Source: an optimization exercise on an open RTL-to-GDS flow (aim: small area, a short achievable clock period and few clock cycles per item). Production flows keep margins and buffers that such runs may drop.
The RTL was checked by simulation tests, not by an equivalence proof against the original design.

## barrett_reduce_pipe
module barrett_reduce_pipe (
    input  logic        clk,
    input  logic        rst,
    input  logic        in_valid,
    input  logic [63:0] in_data,
    output logic        in_ready,
    output logic        out_valid,
    output logic [31:0] out_data,
    input  logic        out_ready,
    output logic        out_err
);
Size: roughly 1100 cells after synthesis, ~100 flip-flops, ~100 I/O pins, ~13000 um2 of cells after synthesis.
clock: 9.0 ns
lec_check: 0
cap_margin: 20
core_margin: 2
core_utilization: 65
cts_buf_list: sky130_fd_sc_hd__clkbuf_8 sky130_fd_sc_hd__clkbuf_16
place_density: 0.85
setup_slack_margin: 3.2
slew_margin: 20
synth_hierarchical: 1
synth_minimum_keep_size: 0
standard.sh (not shown) runs the stock make flow with config.mk's settings and CLKGATE_MAP_FILE= SYNTH_SCRIPT=/design/flow/synth_recipe.tcl, a recipe that flattens the netlist after the stock synthesis.
==> flow/flow/run.sh <==
#!/bin/bash
set -e
export BUFFER_PORTS_ARGS="-buffer_cell sky130_fd_sc_hd__buf_1"
bash standard.sh > standard.log 2>&1
The first run ran to the end with no violations.
Testbench counts at the start, summed over its fixed seeds: cycles 8,016, items 8,000.
==> next run, changes <==
CORE_UTILIZATION = 55   (was 65)
PLACE_DENSITY = 0.75   (was 0.85)
SETUP_SLACK_MARGIN = 3.35   (was 3.2)
After rerunning:
- The changed run finished with timing, DRC and antenna clean
- first-iteration DRC count climbs by 2.5%
- wire length climbs by 1.9%
- non-clock buffer count climbs by 13
- setup slack is better by 0.088 ns
- fmax climbs by 1.6%
==> next run, changes <==
SETUP_SLACK_MARGIN = 3.2   (was 3.35)
Result: The changed run went through all stages and came out clean; die area stays the same; clock-buffer cell count does not change; worst hold slack improved by 0.010 ns; utilization is lower by 0.72 points; area after synthesis is unchanged; sequential share of layout area is higher by 0.25 points.
==> next run, changes <==
SETUP_SLACK_MARGIN = 3.5   (was 3.2)
Fmax grows by 1.6%. Synthesized cell count is unchanged. Cell area grows by 3.2%. Wire length grows by 3.0%. Flip-flop and latch count stays the same. Non-clock buffer count grows by 17.
==> next run, changes <==
==> flow/flow/run.sh (replaced) <==
#!/bin/bash
set -e
export BUFFER_PORTS_ARGS="-buffer_cell sky130_fd_sc_hd__buf_2"
bash standard.sh > standard.log 2>&1
CORE_UTILIZATION = 40   (was 55)
CTS_BUF_LIST = unset   (was sky130_fd_sc_hd__clkbuf_8 sky130_fd_sc_hd__clkbuf_16)
PLACE_DENSITY = unset   (was 0.75)
SETUP_SLACK_MARGIN = 3.0   (was 3.5)
Count of clock-buffer cells in the layout stays the same; worst setup slack gets worse by 0.28 ns; global-route usage is lower by 6.8 points; routed wire length went up by 0.85%; utilization went down by 19 points; hold slack barely changes; cell area shrinks by 2.8%; synthesized area does not change; flip-flop and latch count is unchanged.

========
== wip/xenon ==
barrett_reduce_pipe again, from the RTL that the note above started with.
// barrett_reduce_pipe
module barrett_reduce_pipe (
    input  logic        clk,
    input  logic        rst,
    input  logic        in_valid,
    input  logic [63:0] in_data,
    output logic        in_ready,
    output logic        out_valid,
    output logic [31:0] out_data,
    input  logic        out_ready,
    output logic        out_err
);
clock: 9.0 ns
lec_check: 0
cap_margin: 10
core_margin: 2
core_utilization: 55
cts_buf_list: sky130_fd_sc_hd__clkbuf_8 sky130_fd_sc_hd__clkbuf_16
gpl_routability_driven: 0
place_density: 0.75
setup_slack_margin: 3.2
slew_margin: 10
synth_hierarchical: 1
synth_minimum_keep_size: 0
==> flow/flow/run.sh <==
#!/bin/bash
set -e
export BUFFER_PORTS_ARGS="-buffer_cell sky130_fd_sc_hd__buf_1"
bash standard.sh > standard.log 2>&1
Testbench counts of wip/xenon, summed over its fixed seeds: cycles 8,016, items 8,000.
Setup changes, wip/xenon to wip/yarrow
# wip/xenon
export LEC_CHECK = 0
export CAP_MARGIN = 10
export CORE_MARGIN = 2
export CORE_UTILIZATION = 55
export CTS_BUF_LIST = sky130_fd_sc_hd__clkbuf_8 sky130_fd_sc_hd__clkbuf_16
export GPL_ROUTABILITY_DRIVEN = 0
export PLACE_DENSITY = 0.75
export SETUP_SLACK_MARGIN = 3.2
export SLEW_MARGIN = 10
export SYNTH_HIERARCHICAL = 1
export SYNTH_MINIMUM_KEEP_SIZE = 0
create_clock -name core_clock -period 9.0 [get_ports {clk}]
# wip/yarrow
export LEC_CHECK = 0
export CAP_MARGIN = 20
export CORE_MARGIN = 2
export CORE_UTILIZATION = 40
export SETUP_SLACK_MARGIN = 2.8
export SLEW_MARGIN = 20
export SYNTH_HIERARCHICAL = 1
export SYNTH_MINIMUM_KEEP_SIZE = 0
create_clock -name core_clock -period 9.0 [get_ports {clk}]
[summary]
- Routed length per placed instance for wip/yarrow is lower than for wip/xenon.
- Relative to wip/xenon, wip/yarrow degrades first-pass GRT wire length.
- Non-clock buffer count, wip/xenon and wip/yarrow: higher on wip/xenon
- On final worst slack: between wip/xenon and wip/yarrow, it ends up higher for wip/xenon.
- Compared with wip/xenon, in wip/yarrow fraction of area in multi-input gates held steady.
- Having completed the whole flow, wip/yarrow delivered a layout that passed the timing, design-rule and antenna checks.
The following lists how wip/amber was set up differently from wip/yarrow:
# wip/yarrow
export LEC_CHECK = 0
export CAP_MARGIN = 20
export CORE_MARGIN = 2
export CORE_UTILIZATION = 40
export SETUP_SLACK_MARGIN = 2.8
export SLEW_MARGIN = 20
export SYNTH_HIERARCHICAL = 1
export SYNTH_MINIMUM_KEEP_SIZE = 0
create_clock -name core_clock -period 9.0 [get_ports {clk}]
# wip/amber
export LEC_CHECK = 0
export CAP_MARGIN = 20
export CORE_MARGIN = 2
export CORE_UTILIZATION = 40
export SETUP_SLACK_MARGIN = 3.0
export SLEW_MARGIN = 20
export SYNTH_HIERARCHICAL = 1
export SYNTH_MINIMUM_KEEP_SIZE = 0
create_clock -name core_clock -period 9.0 [get_ports {clk}]
[summary]
Per the comparison of wip/amber with wip/yarrow, ratio of routed vias to standard cells went down 0.49%, worst hold margin went down 4.7 ps.
Changes observed in wip/amber relative to wip/yarrow: count of non-filler cells in the finished layout shows an increase of 0.91%; number of placed cells counting well taps shows no meaningful change.
wip/amber vs wip/yarrow on combined area of the multi-input logic cells: wip/amber is the higher one.
Diff wip/amber..wip/yarrow | area of placed instances | negligible
Cmp wip/amber vs wip/yarrow: sequential share of layout area lower in wip/amber
Modified inputs, wip/juniper compared to wip/amber
# wip/amber
export LEC_CHECK = 0
export CAP_MARGIN = 20
export CORE_MARGIN = 2
export CORE_UTILIZATION = 40
export SETUP_SLACK_MARGIN = 3.0
export SLEW_MARGIN = 20
export SYNTH_HIERARCHICAL = 1
export SYNTH_MINIMUM_KEEP_SIZE = 0
create_clock -name core_clock -period 9.0 [get_ports {clk}]
# wip/juniper
export LEC_CHECK = 0
export ABC_AREA = 1
export CAP_MARGIN = 20
export CORE_MARGIN = 2
export CORE_UTILIZATION = 60
export CTS_BUF_LIST = sky130_fd_sc_hd__clkbuf_4 sky130_fd_sc_hd__clkbuf_8
export SETUP_SLACK_MARGIN = 3.0
export SLEW_MARGIN = 20
export SYNTH_HIERARCHICAL = 1
export SYNTH_MINIMUM_KEEP_SIZE = 0
create_clock -name core_clock -period 9.0 [get_ports {clk}]
==> flow/flow/run.sh <==
#!/bin/bash
set -e
export BUFFER_PORTS_ARGS="-buffer_cell sky130_fd_sc_hd__buf_2"
bash standard.sh > standard.log 2>&1
--- outcome ---
- wip/juniper reached the final stage; the timing, design-rule and antenna checks on its layout passed.
- Fmax | wip/juniper vs wip/amber | wip/juniper faster
- wip/juniper and wip/amber ended up with nearly the same largest stage delay on the critical path.
- Compared with wip/amber, wip/juniper shows post-route core utilization higher by 22 points.

-- what the ideal ports hide --
How much do the figures lean on ideal ports? The routed layouts below were timed once more, with nothing changed but the port constraints. Step 1 (the two cells are an assumption about what drives the block):
set clk [get_ports {clk}]
set_driving_cell -lib_cell sky130_fd_sc_hd__clkbuf_16 $clk
set_driving_cell -lib_cell sky130_fd_sc_hd__buf_2 [delete_from_list [all_inputs] $clk]
Step 2 times the ports against the registers' clock, not the clock port: input delays grow and output delays shrink by t, the midpoint of the rising clock arrivals with the driver on. Three values: ideal, step 1, step 2; two values: the first two.
| run | shift t [ns] | slack for setup (ns) | hold slack, ns | worst setup path after step 2 |
|---|---|---|---|---|
| the first run of note 1 | 0.394 | 3.245 / 3.249 / 2.856 | 0.440 / 0.440 / 0.440 | input to register |
| the second run of note 1 | 0.407 | 3.334 / 3.353 / 2.945 | 0.423 / 0.423 / 0.423 | input to register |
| the third run of note 1 | 0.402 | 3.271 / 3.289 / 2.886 | 0.433 / 0.433 / 0.433 | input to register |
| the fourth run of note 1 | 0.398 | 3.360 / 3.356 / 2.957 | 0.424 / 0.424 / 0.424 | input to register |
| the fifth run of note 1 | 0.409 | 3.078 / 3.104 / 2.695 | 0.426 / 0.426 / 0.426 | input to register |
| wip/xenon | 0.402 | 3.301 / 3.324 / 2.922 | 0.424 / 0.424 / 0.424 | input to register |
| wip/yarrow | 0.406 | 2.961 / 2.978 / 2.571 | 0.434 / 0.434 / 0.434 | input to register |
| wip/amber | 0.395 | 3.145 / 3.163 / 2.768 | 0.430 / 0.430 / 0.430 | input to register |
| wip/juniper | 0.431 | 3.230 / 3.248 / 2.817 | 0.454 / 0.454 / 0.454 | input to register |
After both steps every run listed still meets setup and hold. The setup slack of wip/juniper, which loses most, moves by +0.018 ns with the drivers and by -0.413 ns with both steps.
